What follows belongs to an exercise in optimizing a design on an open flow for small area, a short achievable clock period and few clock cycles per item; a production flow would make more cautious choices. At most, simulation tests tie the RTL to the original design; equivalence was not proved. No activity file was given, so power comes from the tool's default toggle rates.

Setup of run A:
==> flow/design.v (excerpt) <==
module rda_top (
	input  logic        clk,
	input  logic        rst,
	input  logic [63:0] req_a,
	input  logic [63:0] req_b,
	input  logic        req_cin,
	input  logic        req_valid,
	output logic        req_credit,
	output logic [64:0] rsp_sum,
	output logic        rsp_valid,
	input  logic        rsp_credit
);
==> flow/config.mk <==
export PLATFORM = sky130hd
export DESIGN_NAME = rda_top
export DESIGN_NICKNAME = rda_top
export VERILOG_FILES = /design/flow/design.v
export SDC_FILE = /design/flow/constraint.sdc
export NUM_CORES = 4
export LEC_CHECK = 0
export CAP_MARGIN = 20
export CORE_MARGIN = 2
export CORE_UTILIZATION = 40
export CTS_CLUSTER_DIAMETER = 80
export CTS_CLUSTER_SIZE = 30
export PLACE_DENSITY = 0.7
export SETUP_SLACK_MARGIN = 1.75
export SLEW_MARGIN = 20
export SYNTH_HIERARCHICAL = 1
==> flow/constraint.sdc <==
create_clock -name core_clock -period 3.6 [get_ports {clk}]
set_input_delay 0.7200 -clock core_clock [delete_from_list [all_inputs] [get_ports {clk}]]
set_output_delay 0.7200 -clock core_clock [all_outputs]
set_load 0.01 [all_outputs]
standard.sh (not shown) runs the stock make flow with config.mk's settings and CLKGATE_MAP_FILE= SYNTH_SCRIPT=/design/flow/synth_recipe.tcl, a recipe that flattens the netlist after the stock synthesis.
==> flow/flow/run.sh <==
#!/bin/bash
# Layout flow: the standard synthesis and ORFS flow, with the port buffers
# made from plain buffers (buf_1, resized later by timing repair) instead of the
# delay cells buffer_ports picks by default.
set -euo pipefail
cd "$(dirname "$0")/.."
bash standard.sh synth > synth.log 2>&1
bash standard.sh "BUFFER_PORTS_ARGS=-buffer_cell sky130_fd_sc_hd__buf_1" finish > layout.log 2>&1
test -f out/final.def
Having completed the whole flow, run A delivered a layout that passed the timing, DRC and antenna checks.
Testbench counts of run A, summed over its fixed seeds: cycles 16,024, items 16,000.
For run C, these inputs were changed with respect to run A:
Settings: PLACE_DENSITY: 0.7 -> unset; TNS_END_PERCENT: unset -> 30.
Results
- The layout clock buffer count reported for run C is greater than that of run A by 5.9%.
- Compared with run A, in run C growth of design area from synthesis to finish went down 1.4 points; placeable core region held; final period demand of the worst path went up 0.11 ns; combinational power share went down 1.2 points.
- Against run A, total power draw in run C fell by a few percent.
- Standard cell with the maximum stage delay on the critical path = sky130_fd_sc_hd__dfxtp_1: run C; standard cell with the maximum stage delay on the critical path = sky130_fd_sc_hd__dfxtp_4: run A

========
== v10 ==
Starting RTL as in the previous note.
==> flow/design.v (excerpt) <==
module rda_top (
	input  logic        clk,
	input  logic        rst,
	input  logic [63:0] req_a,
	input  logic [63:0] req_b,
	input  logic        req_cin,
	input  logic        req_valid,
	output logic        req_credit,
	output logic [64:0] rsp_sum,
	output logic        rsp_valid,
	input  logic        rsp_credit
);
clock: 3.6 ns
lec_check: 0
cap_margin: 20
core_margin: 2
core_utilization: 40
cts_cluster_diameter: 80
cts_cluster_size: 30
gpl_timing_driven: 0
setup_slack_margin: 1.75
slew_margin: 20
synth_hierarchical: 1
Scripts as last shown in full above: flow/flow/run.sh
Testbench counts of v10, summed over its fixed seeds: cycles 16,024, items 16,000.
The following lists how v13 was set up differently from v10:
- SETUP_SLACK_MARGIN changed from 1.75 to 1.7
- GPL_TIMING_DRIVEN removed (was 0)
### Flow results
The final layout from v13, which completed every stage, passed the timing, DRC and antenna checks at the end of the flow.
Re sum of routed wire length over all layers: v13 is about 2.1% up on v10.
[v13] critical path buffer and inverter count fell 1 relative to v10
Run comparison: v10 end point of the critical path rsp_valid; v13 end point of the critical path rsp_sum[20]
Re layout overhead on the synthesized area: v10 and v13 aren't equal, and the higher value belongs to v10.
Diff v10 -> v13 | maximum resistive drop on vdd | increase of about 26%
Going from v10 to v13, net switching fraction of the power went up; fill cell total of the finished layout went up.
#### Input delta (v26 over v13)
- CORE_UTILIZATION now 50, was 40
- SETUP_SLACK_MARGIN now 1.75, was 1.7
[summary]
v26 vs v13, launching element of the worst setup path: u_buffer.u_out.rsp_sum[6] vs u_buffer.u_out.rsp_sum[20]
Compared with v13, in v26 number of non-filler instances in the completed layout went down by 5.3%, overall routing resource usage now sits higher, post-route standard cell area excluding fillers went down.
The post-route antenna net violation count of v13 and that of v26 are within noise of each other.
Post-route worst setup slack delta for v26 relative to v13: 0.042 ns higher
In the flow results for v26 and v13, the clock buffer count from CTS is larger on v13.
Input changes introduced in v58 (baseline for comparison: v26):
- a change of CTS_CLUSTER_DIAMETER from 80 to 60
- a change of CORE_UTILIZATION from 50 to 40
==> run notes <==
- Per the comparison of v58 with v26, non-clock buffer instance count of the final layout has increased, utilization after layout has decreased, proportion of power drawn by the clock network has increased, clock network contribution to total cell area has increased, portion of the clock cycle consumed by the worst path in the final layout has remained practically unchanged.

========
## the previous run
rda_top, a different RTL version from the one above (not shown whole).
Size: roughly 2000 cells after synthesis, ~200 I/O pins, about 24000 sq um of cells after synthesis.
clock: 3.6 ns
lec_check: 0
cap_margin: 20
core_margin: 2
core_utilization: 60
cts_cluster_diameter: 80
cts_cluster_size: 30
place_density: 0.72
setup_slack_margin: 1.6
slew_margin: 20
synth_hierarchical: 1
run.sh (not shown) runs the stock make flow with config.mk's settings and CLKGATE_MAP_FILE= SYNTH_SCRIPT=/design/flow/synth_recipe.tcl, a recipe that flattens the netlist after the stock synthesis.
Stock flow here: none of the scripts above is used.
diff inputs: the previous run => the current run
- PLACE_DENSITY removed (was 0.72)
- CORE_UTILIZATION changed from 60 to 40
==> flow/flow/run.sh (new file) <==
#!/bin/bash
# Layout flow: the standard synthesis and ORFS flow, with the port buffers
# made from plain buffers (buf_4) instead of the delay cells buffer_ports picks by default.
set -euo pipefail
cd "$(dirname "$0")/.."
bash standard.sh synth > synth.log 2>&1
bash standard.sh "BUFFER_PORTS_ARGS=-buffer_cell sky130_fd_sc_hd__buf_4" finish > layout.log 2>&1
test -f out/final.def
==> flow/standard.sh (new file) <==
#!/bin/bash
# synth_recipe.tcl (not shown) runs the flow's synth.tcl, then flattens the netlist and writes it again
# the make line also repeats each setting of config.mk as NAME=value (left out here)
make -C /OpenROAD-flow-scripts/flow DESIGN_CONFIG=/design/flow/config.mk WORK_HOME=/design/flow/orfs CLKGATE_MAP_FILE= SYNTH_SCRIPT=/design/flow/synth_recipe.tcl "${@:-finish}"
removed: flow/run.sh
Between the previous run and the current run, the flow reports via count decreasing by a little under 10%. Min arrival time at the worst endpoint across the current run and the previous run: the current run. The current run vs. the previous run: non-clock buffering overhead in the final layout now smaller; total wire length after detailed routing decreased about 9%; aggregate global-route resource usage decreased by 10 points relative to the old numbers; internal power of the cells now sits higher.
Function was not checked in any run of this note: the RTL went through the layout flow alone.

========
RTL: one of the versions met above, not the one the previous note started from.
Size in the first run: about 1900 cells after synthesis, ~200 I/O pins, about 0.023 mm^2 of cells after synthesis.
export LEC_CHECK = 0
export CAP_MARGIN = 20
export CORE_MARGIN = 2
export CORE_UTILIZATION = 40
export CTS_CLUSTER_DIAMETER = 80
export CTS_CLUSTER_SIZE = 30
export SETUP_SLACK_MARGIN = 1.82
export SLEW_MARGIN = 20
export SYNTH_HIERARCHICAL = 1
create_clock -name core_clock -period 3.6 [get_ports {clk}]
standard.sh (not shown) runs the stock make flow with config.mk's settings and CLKGATE_MAP_FILE= SYNTH_SCRIPT=/design/flow/synth_recipe.tcl, a recipe that flattens the netlist after the stock synthesis.
==> flow/flow/run.sh <==
#!/bin/bash
# Layout flow: the standard synthesis and ORFS flow, with the port buffers
# made from plain buffers (buf_1, resized later by timing repair) instead of the
# delay cells buffer_ports picks by default.
set -euo pipefail
cd "$(dirname "$0")/.."
bash standard.sh synth > synth.log 2>&1
bash standard.sh "BUFFER_PORTS_ARGS=-buffer_cell sky130_fd_sc_hd__buf_1" finish > layout.log 2>&1
test -f out/final.def
Testbench counts at the start, summed over its fixed seeds: cycles 16,024, items 16,000.
Change:
--- a/flow/config.mk
+++ b/flow/config.mk
@@ -11,5 +11,5 @@
 export CTS_CLUSTER_DIAMETER = 80
 export CTS_CLUSTER_SIZE = 30
-export SETUP_SLACK_MARGIN = 1.82
+export SETUP_SLACK_MARGIN = 1.75
 export SLEW_MARGIN = 20
 export SYNTH_HIERARCHICAL = 1
Fmax fell by 0.57%; die area does not change; wire length barely changes; via count fell by 0.40%; cell count fell by 0.44%; non-clock buffer count fell by 16; worst setup slack got worse by 0.010 ns; clock skew fell by 0.0096 ns.
Change:
--- a/flow/config.mk
+++ b/flow/config.mk
@@ -9,6 +9,6 @@
 export CORE_MARGIN = 2
 export CORE_UTILIZATION = 40
-export CTS_CLUSTER_DIAMETER = 80
-export CTS_CLUSTER_SIZE = 30
+export CTS_CLUSTER_DIAMETER = 70
+export CTS_CLUSTER_SIZE = 24
 export SETUP_SLACK_MARGIN = 1.75
 export SLEW_MARGIN = 20
Effect: Critical path depth stays the same. Worst setup slack gains 0.0057 ns. Die area does not change. Clock power went up by 19%. Hold slack is about the same. Final cell count went up by 0.55%.
Change:
--- a/flow/config.mk
+++ b/flow/config.mk
@@ -9,7 +9,8 @@
 export CORE_MARGIN = 2
 export CORE_UTILIZATION = 40
-export CTS_CLUSTER_DIAMETER = 70
-export CTS_CLUSTER_SIZE = 24
+export CTS_CLUSTER_DIAMETER = 80
+export CTS_CLUSTER_SIZE = 30
 export SETUP_SLACK_MARGIN = 1.75
 export SLEW_MARGIN = 20
 export SYNTH_HIERARCHICAL = 1
+export TNS_END_PERCENT = 10
Global-route usage goes down by 0.43 points.
Register-to-register slack got worse by 0.12 ns.
Non-clock buffer count goes down by 6.

## afterwards: timing with drivers on the ports
No port has a modelled driver above. Below, the same layouts with a new extraction and two added sets of constraints. Step 1 assumes that a clkbuf_16 drives the clock port and a buf_2 every other input. Step 2 adds t to the input delays and takes it off the output delays; t is the mean of the earliest and latest rising clock arrival at the registers after step 1. Input paths then give back, and output paths get back, about the clock's delay inside the block. Three values: ideal, step 1, step 2; two values: the first two.
| run | t (ns) | setup slack, ns | latest minus earliest clock arrival (ns) | slew at the worst register clock pin (ns) |
|---|---|---|---|---|
| run A | 0.645 | 1.781 / 1.724 / 1.251 | 0.026 / 0.026 | 0.11 / 0.11 |
| run C | 0.627 | 1.671 / 1.615 / 1.177 | 0.026 / 0.025 | 0.11 / 0.11 |
| v10 | 0.625 | 1.756 / 1.698 / 1.255 | 0.018 / 0.019 | 0.11 / 0.11 |
| v13 | 0.645 | 1.743 / 1.689 / 1.212 | 0.044 / 0.044 | 0.11 / 0.11 |
| v26 | 0.633 | 1.785 / 1.731 / 1.261 | 0.028 / 0.028 | 0.11 / 0.11 |
| v58 | 0.624 | 1.786 / 1.728 / 1.254 | 0.037 / 0.036 | 0.10 / 0.10 |
| the previous run | 0.627 | 1.315 / 1.315 / 1.040 | 0.035 / 0.035 | 0.12 / 0.12 |
| the current run | 0.636 | 1.570 / 1.570 / 1.151 | 0.033 / 0.032 | 0.11 / 0.11 |
| the first run of note 4 | 0.621 | 1.794 / 1.739 / 1.344 | 0.031 / 0.031 | 0.12 / 0.12 |
| the second run of note 4 | 0.631 | 1.783 / 1.728 / 1.243 | 0.020 / 0.019 | 0.11 / 0.11 |
| the third run of note 4 | 0.615 | 1.789 / 1.734 / 1.256 | 0.027 / 0.026 | 0.10 / 0.10 |
| the fourth run of note 4 | 0.647 | 1.678 / 1.620 / 1.153 | 0.021 / 0.020 | 0.11 / 0.11 |
After both steps every run listed still meets setup and hold. The setup slack of the second run of note 4, which loses most, moves by -0.055 ns with the drivers and by -0.540 ns with both steps.
